From an optimization exercise on the open Yosys and OpenROAD flow, aimed at small area, a short achievable clock period and few clock cycles; shortcuts taken in it are not production practice. Function was not checked in any run shown here: the RTL went through the layout flow alone. Power and IR drop assume default switching activity.

`flow/run.sh`:
```
#!/bin/bash
# synth_recipe.tcl (not shown) runs the flow's synth.tcl, then flattens the netlist and writes it again
# the make line also repeats each setting of config.mk as NAME=value (left out here)
make -C /OpenROAD-flow-scripts/flow DESIGN_CONFIG=/design/flow/config.mk WORK_HOME=/design/flow/orfs CLKGATE_MAP_FILE= SYNTH_SCRIPT=/design/flow/synth_recipe.tcl finish
```
`flow/config.mk`:
```
export PLATFORM = sky130hd
export DESIGN_NAME = mean_and_median_of_set
export DESIGN_NICKNAME = mean_and_median_of_set
export VERILOG_FILES = /design/flow/design.v
export SDC_FILE = /design/flow/constraint.sdc
export NUM_CORES = 4
export LEC_CHECK = 0
export CAP_MARGIN = 20
export CORE_MARGIN = 2
export CORE_UTILIZATION = 40
export SLEW_MARGIN = 20
```
`flow/constraint.sdc`:
```
create_clock -name core_clock -period 6.0 [get_ports {clk_i}]
set_input_delay 1.2000 -clock core_clock [delete_from_list [all_inputs] [get_ports {clk_i}]]
set_output_delay 1.2000 -clock core_clock [all_outputs]
set_load 0.01 [all_outputs]
```
`flow/design.v`:
```
package mams_pkg;
  localparam int unsigned ResponseW = 4;
  localparam int unsigned CountW    = 8;
  localparam int unsigned TotalW    = 11;
  localparam int unsigned MeanW     = 12;
  localparam int unsigned MedianW   = 4;
  localparam int unsigned FracBits  = 8;
  typedef struct packed {
    logic [CountW-1:0]  cnt;
    logic [TotalW-1:0]  sum;
    logic [MedianW-1:0] med;
    logic               ovf;
  } rec_t;
endpackage
module mams_cell (
  input  logic       clk_i,
  input  logic       clr_i,
  input  logic       inc_i,
  input  logic [6:0] k_i,
  output logic       flag_o
);
  logic [6:0] c_q;
  assign flag_o = inc_i ? (c_q >= k_i) : (c_q > k_i);
  always_ff @(posedge clk_i) begin
    if (clr_i) begin
      c_q <= '0;
    end else if (inc_i && !(&c_q)) begin
      c_q <= c_q + 7'd1;
    end
  end
endmodule
module mams_div (
  input  logic                clk_i,
  input  logic                rst_ni,
  input  logic                load_i,
  input  mams_pkg::rec_t      rec_i,
  output logic                free_o,    
  output logic                valid_o,
  output logic [7:0]          count_o,
  output logic [10:0]         total_o,
  output logic [11:0]         mean_o,
  output logic [3:0]          median_o,
  output logic                overflow_o
);
  logic [3:0]  cnt_q;      
  logic        run_q;
  logic        valid_q;
  logic [7:0]  dn_q;
  logic [10:0] dt_q;
  logic [3:0]  dm_q;
  logic        do_q;
  logic [11:0] q_q;
  logic [6:0]  rem_q;
  logic [7:0] trial;
  logic       fits;
  logic [7:0] diff;
  assign trial = {rem_q, q_q[11]};
  assign diff  = trial - dn_q;
  assign fits  = trial >= dn_q;
  assign free_o = !run_q;
  always_ff @(posedge clk_i or negedge rst_ni) begin
    if (!rst_ni) begin
      run_q   <= 1'b0;
      valid_q <= 1'b0;
      cnt_q   <= '0;
    end else begin
      valid_q <= run_q && cnt_q == 4'd1;
      if (load_i) begin
        run_q <= 1'b1;
        cnt_q <= 4'd12;
      end else if (run_q) begin
        cnt_q <= cnt_q - 4'd1;
        if (cnt_q == 4'd1) run_q <= 1'b0;
      end
    end
  end
  always_ff @(posedge clk_i) begin
    if (load_i) begin
      dn_q  <= rec_i.cnt;
      dt_q  <= rec_i.sum;
      dm_q  <= rec_i.med;
      do_q  <= rec_i.ovf;
      rem_q <= rec_i.sum[10:4];
      q_q   <= {rec_i.sum[3:0], 8'd0};
    end else if (run_q) begin
      rem_q <= fits ? diff[6:0] : trial[6:0];
      q_q   <= {q_q[10:0], fits};
    end
  end
  assign valid_o    = valid_q;
  assign count_o    = dn_q;
  assign total_o    = dt_q;
  assign mean_o     = q_q;
  assign median_o   = dm_q;
  assign overflow_o = do_q;
endmodule
module mean_and_median_of_set (
  input  logic                           clk_i,
  input  logic                           rst_ni,
  input  logic                           start,
  output logic                           busy,
  input  logic [mams_pkg::ResponseW-1:0] response_i,
  input  logic                           last_i,
  output logic                           valid_o,
  output logic [mams_pkg::CountW-1:0]    count_o,
  output logic [mams_pkg::TotalW-1:0]    total_o,
  output logic [mams_pkg::MeanW-1:0]     mean_q8_o,
  output logic [mams_pkg::MedianW-1:0]   median_o,
  output logic                           overflow_o
);
  localparam int unsigned NSLOT = 2;
  logic       busy_q;
  logic       in_v;
  logic [3:0] in_x;
  logic       in_last;
  assign busy = busy_q;
  always_ff @(posedge clk_i or negedge rst_ni) begin
    if (!rst_ni) in_v <= 1'b0;
    else         in_v <= start && !busy_q;
  end
  always_ff @(posedge clk_i) begin
    in_x    <= response_i;
    in_last <= last_i;
  end
  logic       started_q;
  logic [7:0] n_q;
  logic [6:0] k_q;        
  logic [10:0] s_q;
  logic       ovf_q;
  logic       close, clr, full, keep;
  logic [14:0] flag;
  logic [3:0] med;
  mams_pkg::rec_t rec;
  assign close = in_v && in_last;
  assign clr   = close || !started_q;
  assign full  = n_q[7];
  assign keep  = in_v && !full;
  always_ff @(posedge clk_i or negedge rst_ni) begin
    if (!rst_ni) started_q <= 1'b0;
    else         started_q <= 1'b1;
  end
  always_ff @(posedge clk_i) begin
    if (clr) begin
      n_q   <= '0;
      k_q   <= '0;
      s_q   <= '0;
      ovf_q <= 1'b0;
    end else begin
      n_q   <= n_q + {7'd0, keep};
      k_q   <= k_q + {6'd0, keep && !n_q[0]};
      s_q   <= s_q + (keep ? {7'd0, in_x} : 11'd0);
      ovf_q <= ovf_q || (in_v && full);
    end
  end
  for (genvar v = 0; v < 15; v++) begin : g_cum
    mams_cell u_cell (
      .clk_i (clk_i),
      .clr_i (clr),
      .inc_i (keep && (in_x <= 4'(v))),
      .k_i   (k_q),
      .flag_o(flag[v])
    );
  end
  always_comb begin
    med = 4'd15;
    for (int v = 14; v >= 0; v--) begin
      if (flag[v]) med = 4'(v);
    end
  end
  assign rec.cnt = n_q + {7'd0, keep};
  assign rec.sum = s_q + (keep ? {7'd0, in_x} : 11'd0);
  assign rec.med = med;
  assign rec.ovf = ovf_q || (in_v && full);
  mams_pkg::rec_t slot_q [NSLOT];
  logic [1:0] fill_q, fill_d;
  logic       div_free, div_load;
  mams_pkg::rec_t div_rec;
  assign div_load = div_free && (fill_q != 2'd0 || close);
  assign div_rec  = (fill_q != 2'd0) ? slot_q[0] : rec;
  always_comb begin
    fill_d = fill_q;
    if (div_load && fill_q != 2'd0) fill_d = fill_d - 2'd1;
    if (close && !(div_load && fill_q == 2'd0)) fill_d = fill_d + 2'd1;
  end
  always_ff @(posedge clk_i or negedge rst_ni) begin
    if (!rst_ni) fill_q <= '0;
    else         fill_q <= fill_d;
  end
  always_ff @(posedge clk_i) begin
    for (int i = 0; i < NSLOT; i++) begin
      if (div_load && fill_q != 2'd0) begin
        if (close && 2'(i) == fill_q - 2'd1) slot_q[i] <= rec;
        else if (i < NSLOT - 1)              slot_q[i] <= slot_q[(i < NSLOT - 1) ? i + 1 : i];
      end else if (close && !div_load && 2'(i) == fill_q) begin
        slot_q[i] <= rec;
      end
    end
  end
  always_ff @(posedge clk_i or negedge rst_ni) begin
    if (!rst_ni) busy_q <= 1'b0;
    else         busy_q <= ({1'b0, fill_d} + {2'd0, start && !busy_q && last_i}) >= 3'(NSLOT);
  end
  mams_div u_div (
    .clk_i     (clk_i),
    .rst_ni    (rst_ni),
    .load_i    (div_load),
    .rec_i     (div_rec),
    .free_o    (div_free),
    .valid_o   (valid_o),
    .count_o   (count_o),
    .total_o   (total_o),
    .mean_o    (mean_q8_o),
    .median_o  (median_o),
    .overflow_o(overflow_o)
  );
endmodule
```
==> summary.md, run 1 <==
| Metric | Value |
|---|---|
| Run status | finished clean |
| Fill count | 2,534 |
| Unrepaired setup endpoints after global routing | no |
| FP Rows | 60 |
| Syn Std Cell Area | approximately 0.011 sq mm |
| Met2 usage | 0.284 |
| Final setup violation count | 0 |
| Post-Syn Instances | about 1,200 |
| Internal power | 2.70 mW |
| Clock-pin slew on the worst setup and hold paths | 70 ps |
| PwrDens | ~330 mW/mm^2 |
| CTS sink cnt | 193 |
| First-pass GRT wire length | roughly 41,000 um |
| P_leak | 4.92 nW |
| Ant diodes | 0 |
| Post-route DRC violation count | 0 |
| Clock skew | 15.5 ps |
| R2R Path Start | fill_q[0] |
| GRT met1 Usage | 0.252 |
| Most common flop cell mapped by yosys | dfxtp_1 |
| TritonCTS Buffers | 17 |
| Placer Congestion | around 0.80 |
| Switching power | roughly 1.4 mW |
| Largest net degree at the start of global routing | slightly below 100 |
| Fin crit share | 0.621 |
| Area grow syn2layout | 13.1% |
| Vias in the first global route | between 7,000 and 8,000 |
| Post-synthesis sequential area ratio | 0.396 |
| Initial antenna violation count | 0 |
| Worst path slowest cell | clkinv_1 |
| Hold Violations, Final | 0 |
| Vias after detailed routing | 8,319 |
| Slew HR | 0.280 |
| Sw Share | 0.338 |
| Core Area | about 0.027 sq mm |
| CP arrival | just under 4000 ps |
| Dpl hpwl | between 15,000 and 20,000 um |
| Peak supply drop | about 0.0002 V |
| Post-CTS setup buffers | 0 |
| Die area | around 0.028 sq mm |
| Setup crit end kind | flip-flop |
| Endpoint, Worst Hold | in_v |
| GR Util All Layers | 0.177 |
| Reg-to-reg slack, setup | between 2000 and 2500 ps |
| CTS tree | yes |
| Pre-Repair DR Iteration Count | 5 |
| Finished Layout Cells | between 1,500 and 2,000 |
| Max Cap Violations | 0 |
| Required time worst endpoint | 6240 ps |
| Final core utilization | 0.458 |
| Critical R2R Capture | u_div.rem_q[5] |
| GRT busiest layer | met2 |
| Worst path max stage delay | around 1000 ps |
| Sequential Power Share | 0.404 |
| Max FO, Critical Path | 29 |
| Die height | ~170 um |
| CTS resizes | 0 |
| Starting Density | 0.405 |
| Clk latency of the worst-skew pair | about 440 ps |
| Final min period | 3730 ps |
| I/O Pins | 46 |
| Worst slew pin tran | 1070 ps |
| Hold-fix buffers, CTS | 0 |
| Yosys cell types | a little under 70 |
| DRT Wirelength | ~24,000 um |
| CP Class | reg -> reg |
| Min-delay src | busy_q |
| Average cell area after synthesis | 9.26 sq um |
| Setup tns final | 0 ps |
| Die X | between 150 and 200 um |
| Final Max Tran Viols | 0 |
| Clock root cell | clkbuf_16 |
| Maximum level of the CTS H-tree | 4 |
| CP Cell Sequence | inv_1, ha_1, inv_1, o21ai_0, clkinv_1, o32ai_1 |
| Synthesis warning total | 3 |
| R2r worst-path depth | 6 |
| Iteration-0 DRC count of the detailed router | around 600 |
| Hold depth | 1 |
| Inst Count DP | 1,533 |
| Synthesized net count | roughly 1,300 |
| Share of flip-flops with an asynchronous set or reset | 0.0570 |
| Global route overflow | 0 |
| Nets | roughly 1,400 |
| Most frequent CP cell | inv_1 |
| Startpoint Class | flip-flop |
| Wire length per cell | roughly 15 um |
| Routed Antenna Nets | 0 |
| Share of power burned in the clock network | 0.294 |
| CTS Buffer Depth | 2 |
| Layout cell share with drive strength beyond 1 | 0.0458 |
| HP Class | reg -> reg |
| Avg Vias per Cell | approximately 5.3 |
| Combinational power share | 0.302 |
| EDFF count, synth | 37 |
| #FFs+latches synth | between 150 and 200 |
| Max Freq | about 0.27 GHz |
| Routing usage on met3 | 0.0276 |
| Port Buffers | 45 |
synthesized netlist by cell type, types with 5 or more instances:
cell type | n | area (sq um)
a22o_1 | 10 | 87.6
nor3_1 | 10 | 50.1
xor2_1 | 55 | 482
clkbuf_1 | 16 | 60.1
ha_1 | 142 | 1780
nand2_1 | 82 | 308
and2_1 | 8 | 50.1
nand3_1 | 44 | 220
a31oi_1 | 7 | 43.8
dfxtp_1 | 145 | 2900
inv_1 | 50 | 188
edfxtp_1 | 37 | 1110
o22ai_1 | 7 | 43.8
dfrtp_1 | 11 | 275
a21oi_2 | 6 | 52.6
o21a_1 | 7 | 52.6
nor2b_1 | 11 | 68.8
xnor2_1 | 32 | 280
o31ai_1 | 5 | 37.5
o21ai_0 | 35 | 175
a21o_1 | 7 | 52.6
and3_1 | 10 | 62.6
nand4_1 | 44 | 275
a211oi_1 | 13 | 97.6
or3_1 | 15 | 93.8
nand2b_1 | 14 | 87.6
mux2i_1 | 19 | 190
nor2_1 | 195 | 732
o32a_1 | 6 | 60.1
a21oi_1 | 59 | 295
a211o_1 | 5 | 43.8
placed cells by master, fill, tap and decap left out, drive strengths merged, types with 8 or more instances in the layout:
cell	instances
o21ai	35
or3	15
a21oi	65
clkdlybuf4s50	45
inv	57
edfxtp	37
nor3	10
xor2	55
dfxtp	145
nor2	196
nor2b	11
mux2i	19
a22o	10
a31oi	8
nand3	44
and3	10
xnor2	32
and2	8
dfrtp	11
a21boi	12
nand2b	14
ha	142
nand4	46
clkbuf	18
a211oi	13
nand2	82
sequential cells by signal, summed over array words and instances, names as in the netlist, 7 cells and up:
name              flops
g_cum.u_cell.c_q    105
u_div.q_q            12
s_q                  11
u_div.dt_q           11
n_q                   8
u_div.dn_q            8
k_q                   7
u_div.rem_q           7
how the worst max path moves through the flow:
stage,end,start,depth (start not counted)
after floorplan,u_div.rem_q[1],u_div.dn_q[0],9
after detailed placement,u_div.rem_q[5],fill_q[0],6
after CTS,u_div.rem_q[5],fill_q[0],6
final,u_div.rem_q[5],fill_q[0],6
after global routing,u_div.rem_q[5],fill_q[0],6
after global placement,u_div.rem_q[5],fill_q[0],6
critical path: cells and delay by family, from the launching register on:
kind / cells / cell delay (ps)
buffers and inverters: 3 / 1550
AO/OA/AOI/OAI: 2 / 1170
adder cells (fa/ha/maj): 1 / 380
flip-flops: 1 / 430
metrics by stage:
step                      worst slack [ps]  total power, mW  cell area (sq um)  hold WS, ps
after detailed placement              2720             2.91              11600          439
after global placement                2860             2.90              11600          431
after floorplan                       3330             2.51              10800          443
final                                 2270             4.08              12200          442
after CTS                             2710             4.12              12200          443
after global routing                  1820             4.34              12200          461
layout make-up:
| class | instances | area, sq um | area share |
|---|---|---|---|
| clock buffers | 18 | 439 | 0.0359 |
| clock inverters | 14 | 184 | 0.0150 |
| inverters | 50 | 188 | 0.0153 |
| multi-input cells | 902 | 6250 | 0.511 |
| flip-flops and latches | 193 | 4290 | 0.350 |
| well taps | 341 | 427 | 0.0348 |
| repair buffers | 47 | 465 | 0.0380 |
kinds of logic after synthesis:
kind of cell / count (synthesis) / share of synthesized area
compound gates: 199 / 0.125
xor+xnor: 87 / 0.0704
fa+ha+maj: 144 / 0.168
buf+inv: 74 / 0.0267
flops: 193 / 0.396
mux: 20 / 0.0186
other cells: 1 / 0.000347
simple gates: 451 / 0.194
layer usage:
metal / wire length (um) / vias up
li1: - / 4260
met1: 12300 / 3928
met2: 10900 / 111
met3: 696 / 20
met4: 241 / 0
met5: 0 / -
power groups by stage:
stage	clock, mW	combinational, mW	sequential [mW]
finish	1.20	1.23	1.65
global route	1.28	1.38	1.67
CTS	1.23	1.24	1.65
detailed placement	0	1.23	1.68
global placement	0	1.22	1.67
floorplan	0	0.854	1.66
==> inputs of run 2 (changes only) <==
--- a/flow/design.v
+++ b/flow/design.v
@@ -36,4 +36,5 @@
   input  mams_pkg::rec_t      rec_i,
   output logic                free_o,    
+  output logic                soon_o,    
   output logic                valid_o,
   output logic [7:0]          count_o,
@@ -59,4 +60,5 @@
   assign fits  = trial >= dn_q;
   assign free_o = !run_q;
+  assign soon_o = run_q && cnt_q <= 4'd2;
   always_ff @(posedge clk_i or negedge rst_ni) begin
     if (!rst_ni) begin
@@ -174,5 +176,5 @@
   mams_pkg::rec_t slot_q [NSLOT];
   logic [1:0] fill_q, fill_d;
-  logic       div_free, div_load;
+  logic       div_free, div_soon, div_load;
   mams_pkg::rec_t div_rec;
   assign div_load = div_free && (fill_q != 2'd0 || close);
@@ -199,5 +201,6 @@
   always_ff @(posedge clk_i or negedge rst_ni) begin
     if (!rst_ni) busy_q <= 1'b0;
-    else         busy_q <= ({1'b0, fill_d} + {2'd0, start && !busy_q && last_i}) >= 3'(NSLOT);
+    else         busy_q <= ({1'b0, fill_d} + {2'd0, start && !busy_q && last_i})
+                           >= 3'(NSLOT) + {2'd0, div_soon};
   end
   mams_div u_div (
@@ -207,4 +210,5 @@
     .rec_i     (div_rec),
     .free_o    (div_free),
+    .soon_o    (div_soon),
     .valid_o   (valid_o),
     .count_o   (count_o),
--- a/flow/config.mk
+++ b/flow/config.mk
@@ -6,6 +6,8 @@
 export NUM_CORES = 4
 export LEC_CHECK = 0
+export ABC_CLOCK_PERIOD_IN_PS = 2000
 export CAP_MARGIN = 20
 export CORE_MARGIN = 2
 export CORE_UTILIZATION = 40
+export SETUP_SLACK_MARGIN = 4
 export SLEW_MARGIN = 20
==> summary.md, run 2 <==
| Metric | Value |
|---|---|
| Critical R2R Capture | u_div.rem_q[6] |
| Vias in the first global route | about 8,400 |
| EDFF count, synth | 37 |
| R2R Path Start | in_v |
| Avg Vias per Cell | 5.28 |
| TritonCTS Buffers | 17 |
| Peak supply drop | between 0.00015 and 0.0002 V |
| GR Util All Layers | 0.184 |
| Setup tns final | 0 ps |
| Routed Antenna Nets | 0 |
| R2r worst-path depth | 12 |
| Average cell area after synthesis | approximately 9.3 sq um |
| Port Buffers | 45 |
| Commonest non-fill, non-tap cell in the layout | nor2_1 |
| Worst slew pin tran | 503 ps |
| CP startpoint | in_v |
| Clock skew | between 10 and 15 ps |
| Post-route DRC violation count | 0 |
| Design area | ~0.015 sq mm |
| Die area | 0.0286 sq mm |
| Initial antenna violation count | 0 |
| CTS sink cnt | 193 |
| Final min period | approximately 2700 ps |
| Die X | roughly 170 um |
| Core Area | approximately 0.027 sq mm |
| CTS Buffer Depth | 2 |
| P_leak | a little over 6 nW |
| Area grow syn2layout | 39.6% |
| Yosys cell types | 66 |
| Global route overflow | 0 |
| Unrepaired setup endpoints after global routing | yes |
| Pre-Repair DR Iteration Count | 5 |
| Setup crit end kind | flip-flop |
| Clk latency of the worst-skew pair | between 400 and 500 ps |
| Fin crit share | 0.442 |
| Slew HR | 0.664 |
| CP Class | reg -> reg |
| Nets | around 1,500 |
| Final setup violation count | 0 |
| PwrDens | 318 mW/mm^2 |
| Final core utilization | 0.567 |
| Hold Worst Slack | approximately 490 ps |
| Top reg by flops | g_cum.u_cell.c_q |
| Post-synthesis sequential area ratio | 0.393 |
| CP arrival | around 2900 ps |
| Synthesized net count | between 1,000 and 1,500 |
| Maximum level of the CTS H-tree | 4 |
| Placed standard-cell area | 0.0119 sq mm |
| Vias after detailed routing | just over 9,000 |
| Area leader, netlist | dfxtp_1 |
| Reg-to-reg slack, setup | ~3300 ps |
| DRT Wirelength | ~29,000 um |
| Clock root cell | clkbuf_16 |
| Most frequent cell after synthesis | nor2_1 |
| Synthesis warning total | 3 |
| CP endpoint | u_div.rem_q[6] |
| Largest regs | g_cum.u_cell.c_q: 105 flops, u_div.q_q: 12 flops |
| #FFs+latches synth | around 190 |
| Max Freq | between 0.3 and 0.4 GHz |
| Required time worst endpoint | between 6000 and 7000 ps |
| Largest cells by area after synthesis | dfxtp_1 27%, ha_1 17%, edfxtp_1 10%, nor2_1 6.3%, xor2_1 4.3% |
| Post-Syn Instances | 1,172 |
| Placer Congestion | 0.812 |
| Most frequent cells in the layout | 172 x nor2_1, 125 x buf_4, 124 x dfxtp_1, 106 x ha_1, 74 x nand2_1 |
| Run status | finished clean |
| Max Cap Violations | 0 |
| Starting Density | 0.406 |
| Share of flip-flops with an asynchronous set or reset | 0.0570 |
| Ant diodes | 0 |
| FP Rows | 60 |
| I/O Pins | 46 |
| Wire length per cell | between 15 and 20 um |
| Iteration-0 DRC count of the detailed router | 609 |
| Top-area cell type share of the netlist area | 0.266 |
| Synth cell count leaders | 183 x nor2_1, 146 x ha_1, 145 x dfxtp_1 |
| Final Max Tran Viols | 0 |
| Hold Violations, Final | 0 |
| CTS tree | yes |
| Syn Std Cell Area | ~0.011 sq mm |
| Max reg flops | 105 |
| Layout cell share with drive strength beyond 1 | 0.326 |
| Largest net degree at the start of global routing | 88 |
| First-pass GRT wire length | between 40,000 and 50,000 um |
| Startpoint Class | flip-flop |
| Die height | roughly 170 um |
| Max FO, Critical Path | 4 |
| Most common flop cell mapped by yosys | dfxtp_1 |
| HP Class | reg -> reg |
| Clock-pin slew on the worst setup and hold paths | 90 ps |
| Dpl hpwl | between 15,000 and 20,000 um |
## run 2: changes by cell type after synthesis, moves of 6 or more
cell	change
a21o_1	+15
nor2_1	-12
a21oi_1	+6
nor2b_1	-6
o21ai_0	+8
nand4_1	-8
## run 2: cell type report
class                   instances  area (sq um)
flip-flops and latches        193          4340
well taps                     341           427
multi-input cells             903          7590
repair buffers                221          1990
inverters                      52           241
fillers                      2217         11600
clock buffers                  17           425
clock inverters                15           210
repair inverters                1          7.51
## run 2: cells by family after synthesis
kind of cell    Yosys count  share of synthesized area
compound gates          220                      0.137
xor+xnor                 87                     0.0698
fa+ha+maj               148                      0.171
buf+inv                  76                     0.0265
flops                   193                      0.393
mux                      22                     0.0203
other cells               1                   0.000344
simple gates            425                      0.182
## run 2: worst min path at each step
stage | from | end | slack [ps] | cells past startpoint
6_report | ovf_q | ovf_q | 490 | 2
5_1_grt | ovf_q | ovf_q | 540 | 2
4_1_cts | ovf_q | ovf_q | 500 | 2
3_5_place_dp | busy_q | in_v | 470 | 1
3_3_place_gp | busy_q | in_v | 470 | 1
2_1_floorplan | ovf_q | ovf_q | 450 | 2
## run 2: layer usage
layer	track usage	vias to the layer above	share of wire	wire, um
met3	0.0217	37	0.028	793
met5	0	-	0	0
met1	0.250	4423	0.47	13500
met4	0.0591	0	0.019	544
li1	-	4609	-	-
met2	0.305	138	0.48	13700
## run 2: critical path: stages, from the launching register on
cell,delay (ps)
dfrtp_2,450
nand2b_4,110
inv_6,40
and2_4,130
ha_4,160
fa_2,390
a21o_1,200
a21oi_2,210
nor2_2,100
nand3_2,100
xor2_2,160
nor2_1,70
a311o_1,270
## run 2: what timing repair did
action | 4_1_cts | 5_1_grt
pin swaps | 52 | 90
gates resized for setup | 293 | 136
endpoints found under the setup margin | 218 | 150
setup buffers | 92 | 80
hold buffers | 0 | 0
gates cloned | 1 | 2
## run 2: where the power goes
part	switching, mW	internal (mW)
Clock	0.598	0.612
Sequential	0.140	1.51
Combinational	0.943	1.04
Total	1.68	3.16
## run 2: per-stage QoR
step	power (mW)	instances	worst slack, ps
after floorplan	2.57	1172	3500
final	4.84	1743	3350
after global placement	2.94	1536	3010
after detailed placement	2.96	1536	2890
after global routing	5.10	1743	3280
after CTS	4.53	1661	3430
==> inputs of run 3 (changes only) <==
--- a/flow/design.v
+++ b/flow/design.v
@@ -17,12 +17,12 @@
   input  logic       clr_i,
   input  logic       inc_i,
-  input  logic [6:0] k_i,
+  input  logic [6:0] r_i,
   output logic       flag_o
 );
   logic [6:0] c_q;
-  assign flag_o = inc_i ? (c_q >= k_i) : (c_q > k_i);
+  assign flag_o = c_q > r_i;
   always_ff @(posedge clk_i) begin
     if (clr_i) begin
-      c_q <= '0;
+      c_q <= {6'd0, inc_i};
     end else if (inc_i && !(&c_q)) begin
       c_q <= c_q + 7'd1;
@@ -60,5 +60,5 @@
   assign fits  = trial >= dn_q;
   assign free_o = !run_q;
-  assign soon_o = run_q && cnt_q <= 4'd2;
+  assign soon_o = run_q ? cnt_q <= 4'd3 : !load_i;
   always_ff @(posedge clk_i or negedge rst_ni) begin
     if (!rst_ni) begin
@@ -116,8 +116,10 @@
   logic [3:0] in_x;
   logic       in_last;
+  logic       take;
   assign busy = busy_q;
+  assign take = start && !busy_q;
   always_ff @(posedge clk_i or negedge rst_ni) begin
     if (!rst_ni) in_v <= 1'b0;
-    else         in_v <= start && !busy_q;
+    else         in_v <= take;
   end
   always_ff @(posedge clk_i) begin
@@ -125,30 +127,34 @@
     in_last <= last_i;
   end
-  logic       started_q;
-  logic [7:0] n_q;
-  logic [6:0] k_q;        
+  logic        fresh_q;    
+  logic        rec_v_q;    
+  logic [7:0]  n_q;
+  logic [6:0]  r_q;        
   logic [10:0] s_q;
-  logic       ovf_q;
-  logic       close, clr, full, keep;
+  logic        ovf_q;
+  logic        full, keep;
   logic [14:0] flag;
-  logic [3:0] med;
+  logic [3:0]  med;
   mams_pkg::rec_t rec;
-  assign close = in_v && in_last;
-  assign clr   = close || !started_q;
-  assign full  = n_q[7];
-  assign keep  = in_v && !full;
-  always_ff @(posedge clk_i or negedge rst_ni) begin
-    if (!rst_ni) started_q <= 1'b0;
-    else         started_q <= 1'b1;
-  end
-  always_ff @(posedge clk_i) begin
-    if (clr) begin
-      n_q   <= '0;
-      k_q   <= '0;
-      s_q   <= '0;
+  assign full = n_q[7] && !fresh_q;
+  assign keep = in_v && !full;
+  always_ff @(posedge clk_i or negedge rst_ni) begin
+    if (!rst_ni) begin
+      fresh_q <= 1'b1;
+      rec_v_q <= 1'b0;
+    end else begin
+      fresh_q <= in_v && in_last;
+      rec_v_q <= in_v && in_last;
+    end
+  end
+  always_ff @(posedge clk_i) begin
+    if (fresh_q) begin
+      n_q   <= {7'd0, keep};
+      r_q   <= '0;
+      s_q   <= keep ? {7'd0, in_x} : 11'd0;
       ovf_q <= 1'b0;
     end else begin
       n_q   <= n_q + {7'd0, keep};
-      k_q   <= k_q + {6'd0, keep && !n_q[0]};
+      r_q   <= r_q + {6'd0, keep && n_q[0]};
       s_q   <= s_q + (keep ? {7'd0, in_x} : 11'd0);
       ovf_q <= ovf_q || (in_v && full);
@@ -158,7 +164,7 @@
     mams_cell u_cell (
       .clk_i (clk_i),
-      .clr_i (clr),
+      .clr_i (fresh_q),
       .inc_i (keep && (in_x <= 4'(v))),
-      .k_i   (k_q),
+      .r_i   (r_q),
       .flag_o(flag[v])
     );
@@ -170,18 +176,20 @@
     end
   end
-  assign rec.cnt = n_q + {7'd0, keep};
-  assign rec.sum = s_q + (keep ? {7'd0, in_x} : 11'd0);
+  assign rec.cnt = n_q;
+  assign rec.sum = s_q;
   assign rec.med = med;
-  assign rec.ovf = ovf_q || (in_v && full);
+  assign rec.ovf = ovf_q;
   mams_pkg::rec_t slot_q [NSLOT];
   logic [1:0] fill_q, fill_d;
   logic       div_free, div_soon, div_load;
+  logic       push;
   mams_pkg::rec_t div_rec;
-  assign div_load = div_free && (fill_q != 2'd0 || close);
+  assign div_load = div_free && (fill_q != 2'd0 || rec_v_q);
   assign div_rec  = (fill_q != 2'd0) ? slot_q[0] : rec;
+  assign push     = rec_v_q && !(div_load && fill_q == 2'd0);
   always_comb begin
     fill_d = fill_q;
     if (div_load && fill_q != 2'd0) fill_d = fill_d - 2'd1;
-    if (close && !(div_load && fill_q == 2'd0)) fill_d = fill_d + 2'd1;
+    if (push) fill_d = fill_d + 2'd1;
   end
   always_ff @(posedge clk_i or negedge rst_ni) begin
@@ -192,15 +200,16 @@
     for (int i = 0; i < NSLOT; i++) begin
       if (div_load && fill_q != 2'd0) begin
-        if (close && 2'(i) == fill_q - 2'd1) slot_q[i] <= rec;
-        else if (i < NSLOT - 1)              slot_q[i] <= slot_q[(i < NSLOT - 1) ? i + 1 : i];
-      end else if (close && !div_load && 2'(i) == fill_q) begin
+        if (push && 2'(i) == fill_q - 2'd1) slot_q[i] <= rec;
+        else if (i < NSLOT - 1)             slot_q[i] <= slot_q[(i < NSLOT - 1) ? i + 1 : i];
+      end else if (push && 2'(i) == fill_q) begin
         slot_q[i] <= rec;
       end
     end
   end
+  logic [2:0] due;
+  assign due = {1'b0, fill_d} + {2'd0, in_v && in_last} + {2'd0, take && last_i};
   always_ff @(posedge clk_i or negedge rst_ni) begin
     if (!rst_ni) busy_q <= 1'b0;
-    else         busy_q <= ({1'b0, fill_d} + {2'd0, start && !busy_q && last_i})
-                           >= 3'(NSLOT) + {2'd0, div_soon};
+    else         busy_q <= due >= 3'(NSLOT) + {2'd0, div_soon};
   end
   mams_div u_div (
==> summary.md, run 3 <==
| Metric | Value |
|---|---|
| EDFF count, synth | 52 |
| FP Rows | about 60 |
| Post-Syn Instances | approximately 1,200 |
| Final Max Tran Viols | 0 |
| Post-synthesis sequential area ratio | 0.400 |
| Initial antenna violation count | 0 |
| Share of power burned in the clock network | 0.208 |
| Internal power | between 3 and 4 mW |
| Commonest non-fill, non-tap cell in the layout | nor2_1 |
| Final core utilization | 0.546 |
| Port Buffers | between 40 and 50 |
| Inst Count DP | around 1,600 |
| Area leader, netlist | dfxtp_1 |
| Sequential Power Share | 0.323 |
| Setup tns final | 0 ps |
| Clk latency of the worst-skew pair | ~450 ps |
| Slew HR | 0.525 |
| Required time worst endpoint | ~6200 ps |
| Most frequent cells in the layout | 135 x nor2_1, 112 x dfxtp_1, 105 x ha_1, 93 x buf_4, 70 x xor2_1 |
| Vias after detailed routing | between 9,000 and 10,000 |
| Share of flip-flops with an asynchronous set or reset | 0.0619 |
| TritonCTS Buffers | 17 |
| Core Area | approximately 0.028 sq mm |
| Placer Congestion | a little under 0.8 |
| Avg Vias per Cell | 5.38 |
| Clock-pin slew on the worst setup and hold paths | approximately 80 ps |
| Average cell area after synthesis | between 9 and 10 sq um |
| CP Class | reg -> reg |
| Post-route DRC violation count | 0 |
| Finished Layout Cells | ~1,700 |
| Crit path buf inv count | 1 |
| Ant diodes | 0 |
| Synth cell count leaders | 143 x ha_1, 137 x nor2_1, 130 x dfxtp_1 |
| #FFs+latches synth | around 190 |
| Startpoint Class | flip-flop |
| Min-delay src | u_div.cnt_q[3] |
| CP arrival | roughly 2800 ps |
| Routed Antenna Nets | 0 |
| Fin crit share | 0.425 |
| Nets | 1,480 |
| I/O Pins | between 40 and 50 |
| Top-area cell type share of the netlist area | 0.233 |
| Largest regs | g_cum.u_cell.c_q: 105 flops, u_div.q_q: 12 flops |
| Unrepaired setup endpoints after global routing | yes |
| CTS tree | yes |
| Global route overflow | 0 |
| Starting Density | 0.404 |
| Die X | between 150 and 200 um |
| CTS sink cnt | just under 200 |
| Max Cap Violations | 0 |
| Max reg flops | approximately 110 |
| Top reg by flops | g_cum.u_cell.c_q |
| Worst slew pin tran | 712 ps |
| Final setup violation count | 0 |
| Synthesized net count | ~1,300 |
| Run status | finished clean |
| Clock skew | around 12 ps |
| CP Cell Sequence | ha_4, fa_2, and2b_1, o21ai_2, and4_4, o41ai_4, buf_6, mux2i_1, mux2_2 |
| Peak supply drop | about 0.00023 V |
| Vias in the first global route | 8,928 |
| GR Util All Layers | 0.198 |
| Die height | about 170 um |
| Dpl hpwl | ~17,000 um |
| Area grow syn2layout | 35.1% |
| Combinational power share | 0.470 |
| DRT Wirelength | 29,100 um |
| PwrDens | between 400 and 500 mW/mm^2 |
| Final min period | roughly 2600 ps |
| Hold Violations, Final | 0 |
| Pre-Repair DR Iteration Count | 5 |
| Most common flop cell mapped by yosys | dfxtp_1 |
| Worst path slowest cell | edfxtp_1 |
| Switching power | 2.33 mW |
| Setup crit end kind | flip-flop |
| Sw Share | 0.380 |
| Largest net degree at the start of global routing | 74 |
| Syn Std Cell Area | ~0.011 sq mm |
| CTS Buffer Depth | 2 |
| Worst path max stage delay | between 400 and 500 ps |
| HP Class | reg -> reg |
| Max FO, Critical Path | 6 |
| First-pass GRT wire length | approximately 46,000 um |
| Delay-heaviest family, CP | adder cells |
| Synthesis warning total | 3 |
| Die area | 0.0292 sq mm |
| Yosys cell types | 66 |
| Reg-to-reg slack, setup | between 3000 and 4000 ps |
| Maximum level of the CTS H-tree | 4 |
| Layout cell share with drive strength beyond 1 | 0.301 |
| Clock root cell | clkbuf_16 |
| Wire length per cell | ~17 um |
| R2R Path Start | u_div.dn_q[0] |
| Largest cells by area after synthesis | dfxtp_1 23%, ha_1 16%, edfxtp_1 14%, xor2_1 5.5%, nor2_1 4.6% |
| Hold Worst Slack | between 400 and 500 ps |
| Most frequent cell after synthesis | ha_1 |
| Max Freq | approximately 0.39 GHz |
| CP startpoint | u_div.dn_q[0] |
| Iteration-0 DRC count of the detailed router | roughly 700 |
| P_leak | 6.35 nW |
[run 3: metal layers]
metal  global-route usage  routed length [um]  vias to the layer above
li1                     -                   -                     4551
met1                0.255               13400                     4467
met2                0.339               14200                      178
met3               0.0368                1060                       40
met4               0.0534                 452                        0
met5                    0                   0                        -
[run 3: path summary, 6_finish.rpt]
kind / to / cells past startpoint
min in group asynchronous: busy_q / 1
hold reg to reg: u_div.cnt_q[3] / 1
hold / removal: u_div.cnt_q[3] / 1
setup / recovery: u_div.rem_q[0] / 9
max in group asynchronous: in_v / 1
setup reg to reg: u_div.rem_q[0] / 9
[run 3: area by class of cell]
class                   instances  area, sq um
fillers                      2412        12600
repair buffers                184         1780
clock inverters                15          245
inverters                      54          256
well taps                     378          473
clock buffers                  17          425
flip-flops and latches        194         4500
multi-input cells             875         7390
[run 3: power by group through the flow]
stage          Combinational (mW)  Sequential (mW)  Clock [mW]
3_3_place_gp                 2.10             2.00           0
4_1_cts                      2.57             1.96        1.29
5_1_grt                      3.18             2.01        1.35
3_5_place_dp                 2.15             2.00           0
2_1_floorplan                1.61             1.91           0
6_report                     2.88             1.98        1.27
[run 3: logic make-up after synthesis]
| family | synth area share |
|---|---|
| mux | 0.0229 |
| xor+xnor | 0.0652 |
| flops | 0.400 |
| fa+ha+maj | 0.166 |
| simple gates | 0.196 |
| buf+inv | 0.0321 |
| compound gates | 0.118 |
[run 3: what timing repair did]
action                                  4_1_cts  5_1_grt
resized for setup                           285       93
setup buffers                                93       36
cloned                                        4        1
endpoints found under the setup margin      220      159
hold buffers                                  0        0
pin swaps                                    58       80
[run 3: per-stage QoR]
stage	total power [mW]	instance area, sq um	setup WS, ps
2_1_floorplan	3.53	11400	3500
3_3_place_gp	4.09	12200	3040
3_5_place_dp	4.15	12200	2940
4_1_cts	5.82	14300	3500
5_1_grt	6.54	15100	3350
6_report	6.13	15100	3450
[run 3: worst reg2reg max path, cell delays in order (launching register included)]
cell      delay, ps
edfxtp_1        440
ha_4            200
fa_2            340
and2b_1         240
o21ai_2          60
and4_4          160
o41ai_4         370
buf_6           190
mux2i_1          70
mux2_2          250
==> inputs of run 4 (changes only) <==
--- a/flow/config.mk
+++ b/flow/config.mk
@@ -6,8 +6,8 @@
 export NUM_CORES = 4
 export LEC_CHECK = 0
-export ABC_CLOCK_PERIOD_IN_PS = 2000
+export ABC_CLOCK_PERIOD_IN_PS = 2500
 export CAP_MARGIN = 20
 export CORE_MARGIN = 2
 export CORE_UTILIZATION = 40
-export SETUP_SLACK_MARGIN = 4
+export SETUP_SLACK_MARGIN = 3.5
 export SLEW_MARGIN = 20
==> summary.md, run 4 <==
| Metric | Value |
|---|---|
| Run status | finished clean |
| Die area | approximately 0.029 sq mm |
| Iteration-0 DRC count of the detailed router | roughly 510 |
| Hold Violations, Final | 0 |
| Yosys cell types | 66 |
| Global route overflow | 0 |
| Min-delay src | in_last |
| Synthesized net count | 1,313 |
| Final setup violation count | 0 |
| Multi-input combinational cell area | 0.00654 sq mm |
| Final min period | 2580 ps |
| Clk latency of the worst-skew pair | 440 ps |
| CP arrival | 2770 ps |
| Nets | roughly 1,400 |
| CTS Buffer Depth | 2 |
| Starting Density | 0.404 |
| Slew HR | 0.546 |
| Core Area | 0.0276 sq mm |
| Unrepaired setup endpoints after global routing | yes |
| Final core utilization | 0.478 |
| CTS tree | yes |
| Hold-fix buffers, CTS | 0 |
| Top reg by flops | g_cum.u_cell.c_q |
| Hold Worst Slack | between 400 and 500 ps |
| Area leader, netlist | dfxtp_1 |
| Placer Congestion | between 0.8 and 0.9 |
| Hold depth | 2 |
| Critical R2R Capture | u_div.rem_q[0] |
| Post-route DRC violation count | 0 |
| Reg-to-reg slack, setup | approximately 3400 ps |
| Synth cell count leaders | 143 x ha_1, 137 x nor2_1, 130 x dfxtp_1 |
| P_leak | around 5.7 nW |
| Die height | 171 um |
| GR Util All Layers | 0.176 |
| R2R Path Start | u_div.dn_q[0] |
| Fin crit share | 0.430 |
| CP Class | reg -> reg |
| Syn Std Cell Area | 0.0112 sq mm |
| Top-area cell type share of the netlist area | 0.233 |
| CTS sink cnt | slightly below 200 |
| Max Freq | 0.388 GHz |
| FP Rows | 61 |
| Fill count | approximately 2,600 |
| Largest net degree at the start of global routing | 89 |
| HP Class | reg -> reg |
| Post-Syn Instances | approximately 1,200 |
| DP Worst Slack | 2930 ps |
| Most frequent cell after synthesis | ha_1 |
| Most frequent cells in the layout | 137 x nor2_1, 137 x ha_1, 121 x dfxtp_1, 70 x xor2_1, 61 x nand4_1 |
| Max FO, Critical Path | 5 |
| Layout cell share with drive strength beyond 1 | 0.136 |
| Final Max Tran Viols | 0 |
| Peak supply drop | 0.000209 V |
| Total power draw | 5.49 mW |
| Synthesis warning total | 3 |
| Pre-Repair DR Iteration Count | 4 |
| Final WS setup | between 3000 and 4000 ps |
| Most common flop cell mapped by yosys | dfxtp_1 |
| Area grow syn2layout | 18.3% |
| EDFF count, synth | between 50 and 60 |
| Max reg flops | between 100 and 150 |
| First-pass GRT wire length | a little over 40,000 um |
| Largest regs | g_cum.u_cell.c_q: 105 flops, u_div.q_q: 12 flops |
| Clock-pin slew on the worst setup and hold paths | 80 ps |
| I/O Pins | 46 |
| Routed Antenna Nets | 0 |
| Average cell area after synthesis | roughly 9.6 sq um |
| Share of flip-flops with an asynchronous set or reset | 0.0619 |
| Wire length per cell | ~16 um |
| Startpoint Class | flip-flop |
| Setup tns final | 0 ps |
| Avg Vias per Cell | 5.29 |
| #FFs+latches synth | between 150 and 200 |
| Initial antenna violation count | 0 |
| Die X | around 170 um |
| PwrDens | between 400 and 500 mW/mm^2 |
| Setup crit end kind | flip-flop |
| Required time worst endpoint | around 6200 ps |
| Endpoint, Worst Hold | fresh_q |
| DRT Wirelength | approximately 25,000 um |
| R2r worst-path depth | 9 |
| Vias after detailed routing | approximately 8,600 |
| Post-synthesis sequential area ratio | 0.400 |
| Dpl hpwl | ~17,000 um |
| Clock skew | about 16 ps |
| Maximum level of the CTS H-tree | 4 |
| Largest cells by area after synthesis | dfxtp_1 23%, ha_1 16%, edfxtp_1 14%, xor2_1 5.5%, nor2_1 4.6% |
| Vias in the first global route | about 8,000 |
| Worst slew pin tran | 680 ps |
| Clock root cell | clkbuf_16 |
| Ant diodes | 0 |
| Port Buffers | 45 |
| FF/Latch Area | 0.00449 sq mm |
| TritonCTS Buffers | 17 |
| Max Cap Violations | 0 |
## run 4: stage by stage
step,std cells,area [sq um]
2_1_floorplan,1159,11200
3_3_place_gp,1555,12000
3_5_place_dp,1555,12000
4_1_cts,1610,12900
5_1_grt,1626,13200
6_report,1626,13200
## run 4: repair_timing
item / in CTS / in global routing
gates resized for setup: 72 / 48
cloned: 0 / 1
endpoints found under the hold margin: 0 / 0
setup endpoints to repair: 114 / 19
pin swaps: 6 / 19
buffers inserted: 23 / 15
## run 4: worst max path at each step
stage	from	to	slack, ps	cells after the start
after floorplan	u_div.q_q[11]	u_div.rem_q[5]	3490	10
after global placement	fresh_q	s_q[10]	2990	11
after detailed placement	fresh_q	s_q[10]	2930	11
after CTS	u_div.dn_q[0]	u_div.rem_q[0]	3460	9
after global routing	u_div.dn_q[0]	u_div.rem_q[0]	3340	9
final	u_div.dn_q[0]	u_div.rem_q[0]	3420	9
## run 4: cells by family after synthesis
family                     count (synthesis)  synth area share
DFF                                      194             0.400
and+or+nand+nor                          426             0.196
buffers and inverters                     90            0.0321
muxes                                     25            0.0229
AOI/OAI and AO/OA                        195             0.118
xor gates and xnor gates                  83            0.0652
adders and majority gates                146             0.166
## run 4: report_power, final
part	switching (mW)	total, mW	internal [mW]
Combinational	1.23	2.37	1.15
Clock	0.589	1.16	0.568
Sequential	0.300	1.96	1.66
Total	2.11	5.49	3.38
## run 4: worst max-delay path: stages (launching register included)
cell	delay, ps
edfxtp_1	400
ha_2	210
fa_2	340
and2b_2	250
o21ai_2	60
and4_4	180
o41ai_4	370
buf_6	180
mux2i_1	80
mux2_4	250
## run 4: routing by layer
layer / track usage / vias up / part of all wire
met1: 0.238 / 4058 / 0.48
met4: 0.0497 / 0 / 0.018
met3: 0.0298 / 31 / 0.035
met2: 0.290 / 146 / 0.46
li1: - / 4363 / -
met5: 0 / - / 0
## run 4: layout make-up
cell class,instances,share of cell area
Multi-Input combinational cell,875,0.496
Sequential cell,194,0.340
Timing Repair Buffer,93,0.0657
Tap cell,378,0.0358
Clock buffer,17,0.0322
Inverter,54,0.0163
Clock inverter,15,0.0142
==> inputs of run 5 (changes only) <==
--- a/flow/design.v
+++ b/flow/design.v
@@ -6,10 +6,5 @@
   localparam int unsigned MedianW   = 4;
   localparam int unsigned FracBits  = 8;
-  typedef struct packed {
-    logic [CountW-1:0]  cnt;
-    logic [TotalW-1:0]  sum;
-    logic [MedianW-1:0] med;
-    logic               ovf;
-  } rec_t;
+  localparam int unsigned RecW = CountW + TotalW + MedianW + 1;
 endpackage
 module mams_cell (
@@ -31,16 +26,16 @@
 endmodule
 module mams_div (
-  input  logic                clk_i,
-  input  logic                rst_ni,
-  input  logic                load_i,
-  input  mams_pkg::rec_t      rec_i,
-  output logic                free_o,    
-  output logic                soon_o,    
-  output logic                valid_o,
-  output logic [7:0]          count_o,
-  output logic [10:0]         total_o,
-  output logic [11:0]         mean_o,
-  output logic [3:0]          median_o,
-  output logic                overflow_o
+  input  logic                      clk_i,
+  input  logic                      rst_ni,
+  input  logic                      load_i,
+  input  logic [mams_pkg::RecW-1:0] rec_i,
+  output logic                      free_o,    
+  output logic                      soon_o,    
+  output logic                      valid_o,
+  output logic [7:0]                count_o,
+  output logic [10:0]               total_o,
+  output logic [11:0]               mean_o,
+  output logic [3:0]                median_o,
+  output logic                      overflow_o
 );
   logic [3:0]  cnt_q;      
@@ -52,11 +47,14 @@
   logic        do_q;
   logic [11:0] q_q;
-  logic [6:0]  rem_q;
-  logic [7:0] trial;
-  logic       fits;
-  logic [7:0] diff;
+  logic [7:0]  rem_q;
+  logic [7:0]  rc;
+  logic [10:0] rs;
+  logic [8:0]  trial;
+  logic [8:0]  step;
+  logic        sub;
+  assign {rc, rs} = rec_i[mams_pkg::RecW-1:5];
+  assign sub   = !rem_q[7];
   assign trial = {rem_q, q_q[11]};
-  assign diff  = trial - dn_q;
-  assign fits  = trial >= dn_q;
+  assign step  = trial + ({1'b0, dn_q} ^ {9{sub}}) + {8'd0, sub};
   assign free_o = !run_q;
   assign soon_o = run_q ? cnt_q <= 4'd3 : !load_i;
@@ -79,13 +77,14 @@
   always_ff @(posedge clk_i) begin
     if (load_i) begin
-      dn_q  <= rec_i.cnt;
-      dt_q  <= rec_i.sum;
-      dm_q  <= rec_i.med;
-      do_q  <= rec_i.ovf;
-      rem_q <= rec_i.sum[10:4];
-      q_q   <= {rec_i.sum[3:0], 8'd0};
-    end else if (run_q) begin
-      rem_q <= fits ? diff[6:0] : trial[6:0];
-      q_q   <= {q_q[10:0], fits};
+      {dn_q, dt_q, dm_q, do_q} <= rec_i;
+    end
+  end
+  always_ff @(posedge clk_i) begin
+    if (load_i) begin
+      rem_q <= {1'b0, rs[10:4]};
+      q_q   <= {rs[3:0], 8'd0};
+    end else begin
+      rem_q <= step[7:0];
+      q_q   <= {q_q[10:0], !step[8]};
     end
   end
@@ -136,5 +135,5 @@
   logic [14:0] flag;
   logic [3:0]  med;
-  mams_pkg::rec_t rec;
+  logic [mams_pkg::RecW-1:0] rec;
   assign full = n_q[7] && !fresh_q;
   assign keep = in_v && !full;
@@ -176,19 +175,17 @@
     end
   end
-  assign rec.cnt = n_q;
-  assign rec.sum = s_q;
-  assign rec.med = med;
-  assign rec.ovf = ovf_q;
-  mams_pkg::rec_t slot_q [NSLOT];
+  assign rec = {n_q, s_q, med, ovf_q};
+  logic [mams_pkg::RecW-1:0] slot0_q, slot1_q;
   logic [1:0] fill_q, fill_d;
   logic       div_free, div_soon, div_load;
-  logic       push;
-  mams_pkg::rec_t div_rec;
+  logic       pop, push;
+  logic [mams_pkg::RecW-1:0] div_rec;
   assign div_load = div_free && (fill_q != 2'd0 || rec_v_q);
-  assign div_rec  = (fill_q != 2'd0) ? slot_q[0] : rec;
+  assign div_rec  = (fill_q != 2'd0) ? slot0_q : rec;
+  assign pop      = div_load && fill_q != 2'd0;
   assign push     = rec_v_q && !(div_load && fill_q == 2'd0);
   always_comb begin
     fill_d = fill_q;
-    if (div_load && fill_q != 2'd0) fill_d = fill_d - 2'd1;
+    if (pop)  fill_d = fill_d - 2'd1;
     if (push) fill_d = fill_d + 2'd1;
   end
@@ -198,12 +195,6 @@
   end
   always_ff @(posedge clk_i) begin
-    for (int i = 0; i < NSLOT; i++) begin
-      if (div_load && fill_q != 2'd0) begin
-        if (push && 2'(i) == fill_q - 2'd1) slot_q[i] <= rec;
-        else if (i < NSLOT - 1)             slot_q[i] <= slot_q[(i < NSLOT - 1) ? i + 1 : i];
-      end else if (push && 2'(i) == fill_q) begin
-        slot_q[i] <= rec;
-      end
-    end
+    if (fill_q == 2'd0 || pop) slot0_q <= fill_q[1] ? slot1_q : rec;
+    if (rec_v_q)               slot1_q <= rec;
   end
   logic [2:0] due;
--- a/flow/config.mk
+++ b/flow/config.mk
@@ -6,8 +6,9 @@
 export NUM_CORES = 4
 export LEC_CHECK = 0
-export ABC_CLOCK_PERIOD_IN_PS = 2500
+export ABC_CLOCK_PERIOD_IN_PS = 2200
 export CAP_MARGIN = 20
 export CORE_MARGIN = 2
 export CORE_UTILIZATION = 40
-export SETUP_SLACK_MARGIN = 3.5
+export CTS_BUF_LIST = sky130_fd_sc_hd__clkbuf_4 sky130_fd_sc_hd__clkbuf_8
+export SETUP_SLACK_MARGIN = 3.8
 export SLEW_MARGIN = 20
==> summary.md, run 5 <==
| Metric | Value |
|---|---|
| Run status | finished clean |
| Layout cell share with drive strength beyond 1 | 0.321 |
| Starting Density | 0.407 |
| Sw Share | 0.357 |
| Max FO, Critical Path | 6 |
| Dpl hpwl | ~19,000 um |
| Final setup violation count | 0 |
| Share of flip-flops with an asynchronous set or reset | 0.0498 |
| TritonCTS Buffers | 43 |
| Sequential Power Share | 0.322 |
| Setup tns final | 0 ps |
| FP Rows | 65 |
| Clk latency of the worst-skew pair | around 560 ps |
| #FFs+latches synth | 241 |
| Clock root cell | clkbuf_8 |
| Iteration-0 DRC count of the detailed router | 590 |
| Average cell area after synthesis | 10.2 sq um |
| Die area | ~0.034 sq mm |
| Die height | between 150 and 200 um |
| Max reg flops | about 110 |
| CP Class | reg -> reg |
| Post-synthesis mux area share | 0.0583 |
| Synth cell count leaders | 144 x nor2_1, 142 x dfxtp_1, 140 x ha_1 |
| First-pass GRT wire length | between 50,000 and 60,000 um |
| Slew HR | 0.631 |
| Commonest non-fill, non-tap cell in the layout | nor2_1 |
| Final Max Tran Viols | 0 |
| Most frequent cells in the layout | 141 x nor2_1, 121 x dfxtp_1, 108 x ha_1, 92 x buf_4, 87 x edfxtp_1 |
| EDFF count, synth | between 80 and 90 |
| Die X | between 150 and 200 um |
| DRT Wirelength | ~33,000 um |
| Internal power | about 4.8 mW |
| Port Buffers | between 40 and 50 |
| Area grow syn2layout | 30.9% |
| Switching power | around 2.7 mW |
| PwrDens | 445 mW/mm^2 |
| P_leak | ~7.0 nW |
| Max Freq | between 0.3 and 0.4 GHz |
| Post-synthesis sequential area ratio | 0.448 |
| Maximum level of the CTS H-tree | 2 |
| Startpoint Class | flip-flop |
| Placer Congestion | ~0.8 |
| CP arrival | ~3200 ps |
| Post-route DRC violation count | 0 |
| Nets | between 1,500 and 2,000 |
| Post-Syn Instances | around 1,300 |
| Hold Violations, Final | 0 |
| Top-area cell type share of the netlist area | 0.221 |
| Syn Std Cell Area | about 0.013 sq mm |
| Synthesized net count | about 1,400 |
| Unrepaired setup endpoints after global routing | yes |
| Final core utilization | 0.533 |
| Most common flop cell mapped by yosys | dfxtp_1 |
| I/O Pins | 46 |
| Required time worst endpoint | approximately 6400 ps |
| Worst slew pin tran | 553 ps |
| Adder-cell share of the synthesized area | 0.141 |
| Synthesis warning total | 3 |
| Largest net degree at the start of global routing | 55 |
| Setup crit end kind | flip-flop |
| Initial antenna violation count | 1 |
| CTS Buffer Depth | 3 |
| HP Class | reg -> reg |
| Wire length per cell | between 15 and 20 um |
| Clock-pin slew on the worst setup and hold paths | about 60 ps |
| CTS sink cnt | approximately 240 |
| Max Cap Violations | 0 |
| Largest cells by area after synthesis | dfxtp_1 22%, edfxtp_1 20%, ha_1 14%, xor2_1 4.5%, nor2_1 4.2% |
| Clock skew | about 27 ps |
| GR Util All Layers | 0.191 |
| Area leader, netlist | dfxtp_1 |
| Vias after detailed routing | about 10,000 |
| Share of power burned in the clock network | 0.213 |
| Peak supply drop | between 0.0002 and 0.00025 V |
| Synth Area in Compound Gates | 0.100 |
| Global route overflow | 0 |
| Combinational power share | 0.465 |
| Xor-xnor portion of the synthesized cell area | 0.0607 |
| CTS tree | yes |
| Core Area | between 0.03 and 0.04 sq mm |
| Avg Vias per Cell | 5.27 |
| Largest family of logic cells by synthesized area | simple AND/OR/NAND/NOR gates |
| Fin crit share | 0.469 |
| Simple-gate area share of the yosys netlist | 0.163 |
| Routed Antenna Nets | 0 |
| Final min period | roughly 2800 ps |
| Vias in the first global route | 9,756 |
| Pre-Repair DR Iteration Count | 5 |
| Largest regs | g_cum.u_cell.c_q: 105 flops, slot0_q: 24 flops, slot1_q: 24 flops |
| Most frequent cell after synthesis | nor2_1 |
| Top reg by flops | g_cum.u_cell.c_q |
| Yosys cell types | 67 |
run 5: changes by cell type after synthesis, sizes merged, moves of 12 or more:
| cell | delta |
|---|---|
| dfxtp | +12 |
| and3 | -17 |
| edfxtp | +35 |
| nand3b | -13 |
| nand2 | +33 |
| and2 | -20 |
| nand4 | -16 |
| mux2 | +43 |
| nor2b | +23 |
run 5: power groups by stage:
| stage | clock (mW) | sequential [mW] | combinational, mW |
|---|---|---|---|
| 4_1_cts | 1.63 | 2.40 | 3.10 |
| 6_report | 1.59 | 2.41 | 3.48 |
| 2_1_floorplan | 0 | 2.33 | 1.79 |
| 3_5_place_dp | 0 | 2.41 | 2.41 |
| 5_1_grt | 1.71 | 2.45 | 3.81 |
| 3_3_place_gp | 0 | 2.40 | 2.36 |
run 5: logic make-up (layout without fill, tap and decap cells):
logic type | after synthesis | after routing
flops | 241 | 241
xor+xnor | 89 | 89
buf+inv | 97 | 320
fa+ha+maj | 143 | 143
compound gates | 198 | 198
mux | 69 | 69
other cells | 0 | 1
simple gates | 424 | 425
run 5: worst max-delay path: stages (launching register included):
cell	delay, ps
dfxtp_2	350
clkinvlp_4	120
buf_6	140
buf_16	150
buf_12	120
ha_4	220
nor2b_4	120
o21ai_1	150
a21oi_1	100
o31ai_2	170
buf_4	150
nor4b_4	330
nor4b_4	350
mux2_4	210
run 5: cell type report:
cell class                      instances  area [sq um]
Inverter                               62           269
Clock inverter                          7          41.3
Antenna cell                            1          2.50
Tap cell                              402           503
Sequential cell                       241          5800
Clock buffer                           71           858
Multi-Input combinational cell        924          7580
Fill cell                            2773         14700
Timing Repair Buffer                  180          1760
run 5: worst paths after layout:
kind                             endpoint  depth (start not counted)         start  slack [ps]
hold reg to reg              u_div.q_q[7]                          1  u_div.q_q[6]         460
hold / removal               u_div.q_q[7]                          1  u_div.q_q[6]         460
setup reg to reg            u_div.dm_q[3]                         13        r_q[1]        3180
max in group asynchronous            in_v                          1        rst_ni        4600
min in group asynchronous  u_div.cnt_q[1]                          1        rst_ni         990
setup / recovery            u_div.dm_q[3]                         13        r_q[1]        3180
run 5: through the flow:
stage / instance area [sq um] / setup slack (ps) / total power, mW / cells / hold WS (ps)
final: 16800 / 3180 / 7.48 / 1888 / 463
after global placement: 13800 / 2490 / 4.76 / 1680 / 455
after detailed placement: 13800 / 2450 / 4.82 / 1680 / 458
after floorplan: 13000 / 3420 / 4.12 / 1261 / 434
after CTS: 16000 / 3310 / 7.13 / 1841 / 465
after global routing: 16800 / 3080 / 7.97 / 1887 / 480
run 5: routing by layer:
layer | GRT usage | vias to the layer above | routed length, um | share of wire
li1 | - | 4908 | - | -
met1 | 0.244 | 4777 | 14600 | 0.45
met2 | 0.328 | 196 | 15500 | 0.48
met3 | 0.0302 | 78 | 1340 | 0.041
met4 | 0.0678 | 0 | 1100 | 0.034
met5 | 0 | - | 0 | 0
run 5: repair_timing:
item,CTS,global route
cloned,4,1
setup buffers,79,45
resized for setup,297,93
pin swaps,53,46
setup endpoints to repair,268,123
hold buffers,0,0
==> inputs of run 6 (changes only) <==
==> flow/config.mk (replaced) <==
export PLATFORM = sky130hd
export DESIGN_NAME = mean_and_median_of_set
export DESIGN_NICKNAME = mean_and_median_of_set
export VERILOG_FILES = /design/flow/design.v
export SDC_FILE = /design/flow/constraint.sdc
export NUM_CORES = 4
export LEC_CHECK = 0
export ABC_CLOCK_PERIOD_IN_PS = 2500
export CAP_MARGIN = 20
export CORE_MARGIN = 2
export CORE_UTILIZATION = 40
export SETUP_SLACK_MARGIN = 3.5
export SLEW_MARGIN = 20
==> summary.md, run 6 <==
| Metric | Value |
|---|---|
| Run status | finished clean |
| Area leader, netlist | dfxtp_1 |
| Yosys cell types | 67 |
| Die area | ~0.034 sq mm |
| DRT Wirelength | between 30,000 and 40,000 um |
| Starting Density | 0.407 |
| Synthesis warning total | 3 |
| Routed Antenna Nets | 0 |
| Syn Std Cell Area | between 0.01 and 0.015 sq mm |
| Fin crit share | 0.456 |
| Commonest non-fill, non-tap cell in the layout | nor2_1 |
| CTS sink cnt | ~240 |
| CP Class | reg -> reg |
| Clock skew | approximately 16 ps |
| Final min period | roughly 2700 ps |
| Clock-pin slew on the worst setup and hold paths | about 60 ps |
| GR Util All Layers | 0.181 |
| Final Max Tran Viols | 0 |
| P_leak | between 6 and 7 nW |
| Slew HR | 0.448 |
| Maximum level of the CTS H-tree | 1 |
| Die height | around 180 um |
| Top reg by flops | g_cum.u_cell.c_q |
| Initial antenna violation count | 0 |
| Most frequent cells in the layout | 142 x nor2_1, 134 x dfxtp_1, 113 x ha_1, 87 x edfxtp_1, 86 x nand2_1 |
| CTS Buffer Depth | 3 |
| Core Area | around 0.032 sq mm |
| TritonCTS Buffers | 28 |
| Vias in the first global route | a little over 9,000 |
| Top-area cell type share of the netlist area | 0.221 |
| GRT busiest layer | met2 |
| Average cell area after synthesis | around 10 sq um |
| Largest regs | g_cum.u_cell.c_q: 105 flops, slot0_q: 24 flops, slot1_q: 24 flops |
| Placer Congestion | just under 0.8 |
| Port Buffers | 45 |
| Max Cap Violations | 0 |
| First-pass GRT wire length | a little under 50,000 um |
| PwrDens | ~450 mW/mm^2 |
| HP Class | reg -> reg |
| Synth cell count leaders | 144 x nor2_1, 142 x dfxtp_1, 140 x ha_1 |
| Clk latency of the worst-skew pair | ~560 ps |
| Final setup violation count | 0 |
| Met2 usage | 0.312 |
| CTS tree | yes |
| FP Rows | 65 |
| Ant diodes | 0 |
| Post-Syn Instances | around 1,300 |
| Unrepaired setup endpoints after global routing | yes |
| Pre-Repair DR Iteration Count | 4 |
| Iteration-0 DRC count of the detailed router | 453 |
| EDFF count, synth | 87 |
| Wire length per cell | 16.9 um |
| Vias after detailed routing | about 9,600 |
| Clock root cell | clkbuf_16 |
| CP arrival | between 3000 and 4000 ps |
| Routing usage on met3 | 0.0250 |
| Startpoint Class | flip-flop |
| Worst slew pin tran | approximately 830 ps |
| Required time worst endpoint | 6300 ps |
| Largest cells by area after synthesis | dfxtp_1 22%, edfxtp_1 20%, ha_1 14%, xor2_1 4.5%, nor2_1 4.2% |
| Nets | roughly 1,500 |
| Hold Worst Slack | approximately 460 ps |
| Setup crit end kind | flip-flop |
| Dpl hpwl | between 15,000 and 20,000 um |
| Peak supply drop | about 0.00027 V |
| Die X | ~180 um |
| Fill count | 2,830 |
| GRT met1 Usage | 0.237 |
| I/O Pins | between 40 and 50 |
| Most frequent cell after synthesis | nor2_1 |
| Post-synthesis sequential area ratio | 0.448 |
| Hold Violations, Final | 0 |
| Setup tns final | 0 ps |
| #FFs+latches synth | ~240 |
| Max FO, Critical Path | 4 |
| Largest net degree at the start of global routing | 80 |
| Max Freq | between 0.3 and 0.4 GHz |
| Avg Vias per Cell | 5.30 |
| Layout cell share with drive strength beyond 1 | 0.211 |
| Global route overflow | 0 |
| Synthesized net count | between 1,000 and 1,500 |
| Share of flip-flops with an asynchronous set or reset | 0.0498 |
| Most common flop cell mapped by yosys | dfxtp_1 |
| Post-route DRC violation count | 0 |
| Area grow syn2layout | 25.7% |
| Max reg flops | ~110 |
| Hold-fix buffers, CTS | 0 |
## run 6: cell count changes in the layout (fill, tap and decap cells not counted), sizes merged
cell | before | now
buf | 171 | 81
bufinv | 0 | 3
clkbuf | 72 | 38
clkdlybuf4s15 | 0 | 11
clkdlybuf4s50 | 6 | 7
clkinv | 6 | 11
clkinvlp | 7 | 9
diode | 1 | 0
dlygate4sd2 | 1 | 27
inv | 56 | 53
nor2 | 145 | 144
## run 6: layout make-up
cell class / count / area [sq um] / area share
repair buffers: 127 / 1290 / 0.0798
well taps: 402 / 503 / 0.0311
multi-input cells: 923 / 7340 / 0.455
inverters: 62 / 274 / 0.0170
clock inverters: 14 / 153 / 0.00945
flip-flops and latches: 241 / 5780 / 0.358
clock buffers: 38 / 810 / 0.0501
## run 6: layer usage
layer	wire length (um)	up-vias	share of wire
li1	-	4773	-
met1	14100	4584	0.46
met2	14500	166	0.47
met3	1130	53	0.037
met4	859	0	0.028
met5	0	-	0
## run 6: cell families (layout without fill, tap and decap cells)
logic type | count (synthesis) | count (layout) | share of synthesized area
AND/OR/NAND/NOR | 424 | 424 | 0.163
flip-flops | 241 | 241 | 0.448
AO/OA/AOI/OAI | 198 | 198 | 0.100
adder cells (fa/ha/maj) | 143 | 143 | 0.141
buffers and inverters | 97 | 241 | 0.0291
XOR/XNOR | 89 | 89 | 0.0607
multiplexers | 69 | 69 | 0.0583
## run 6: worst max-delay path: stages (launching register included)
cell        delay [ps]
dfxtp_4            360
clkinvlp_4         120
buf_6              160
buf_4              140
ha_4               150
a211oi_2           190
o21bai_1           110
o22a_2             250
a21boi_2           160
a311o_1            360
a211oi_4           340
o221ai_2           130
## run 6: power breakdown
group / leakage (nW) / switching, mW / internal, mW / total, mW
clock network: 0.471 / 0.705 / 1.04 / 1.74
registers: 2.10 / 0.285 / 2.09 / 2.38
logic: 4.04 / 1.59 / 1.55 / 3.14
total: 6.60 / 2.58 / 4.68 / 7.26
## run 6: metrics by stage
stage          total power [mW]  setup WS [ps]   util  cells  cell area, sq um
4_1_cts                    6.99           3240  0.499   1795             15700
2_1_floorplan              4.12           3420      -   1261             13000
6_report                   7.26           3260  0.512   1807             16200
3_5_place_dp               4.81           2470  0.438   1678             13800
5_1_grt                    7.72           3130  0.512   1807             16200
3_3_place_gp               4.74           2550  0.438   1678             13800
## run 6: repair_timing
item,in CTS,in global routing
buffers inserted,62,11
endpoints found under the hold margin,0,0
endpoints found under the setup margin,242,42
pin swaps,39,20
gates resized for setup,122,58
gates cloned,3,0
## run 6: path summary, 6_finish.rpt
kind,cells after the start,from,slack (ps),to
setup reg to reg,11,r_q[3],3260,u_div.dm_q[0]
setup / recovery,11,r_q[3],3260,u_div.dm_q[0]
hold reg to reg,1,u_div.q_q[2],460,u_div.q_q[3]
hold / removal,1,u_div.q_q[2],460,u_div.q_q[3]
max in group asynchronous,1,rst_ni,4590,rec_v_q
min in group asynchronous,1,rst_ni,1000,u_div.cnt_q[2]

[afterwards: timing with drivers on the ports]
The flow's constraints put no driver on any port. The routed layouts listed below were extracted and timed again, unchanged, in two steps.
Step 1 sets driving cells, clkbuf_16 on the clock port and buf_2 on the other inputs (assumed; they add their load-dependent delay and slew).
Step 2 moves the port delays by t, midway between the first and last clock arrival at a register: inputs arrive t later, outputs are due t later. That takes back most of the time a late clock gives input paths.
Slacks: ideal / step 1 / step 2; pairs: ideal / step 1.
run | shift t [ns] | setup slack, ns | worst data-port slew with drivers (ns)
run 1 | 0.483 | 2.272 / 2.272 / 2.272 | 0.03
run 2 | 0.483 | 3.346 / 3.346 / 3.346 | 0.03
run 3 | 0.487 | 3.448 / 3.448 / 3.348 | 0.03
run 4 | 0.482 | 3.422 / 3.422 / 3.241 | 0.03
run 5 | 0.595 | 3.184 / 3.184 / 3.106 | 0.03
run 6 | 0.605 | 3.263 / 3.263 / 2.963 | 0.03
After both steps setup and hold are still met in every run listed. The setup slack of run 6, which loses most, moves by 0.000 ns with the drivers and by -0.300 ns with both steps.
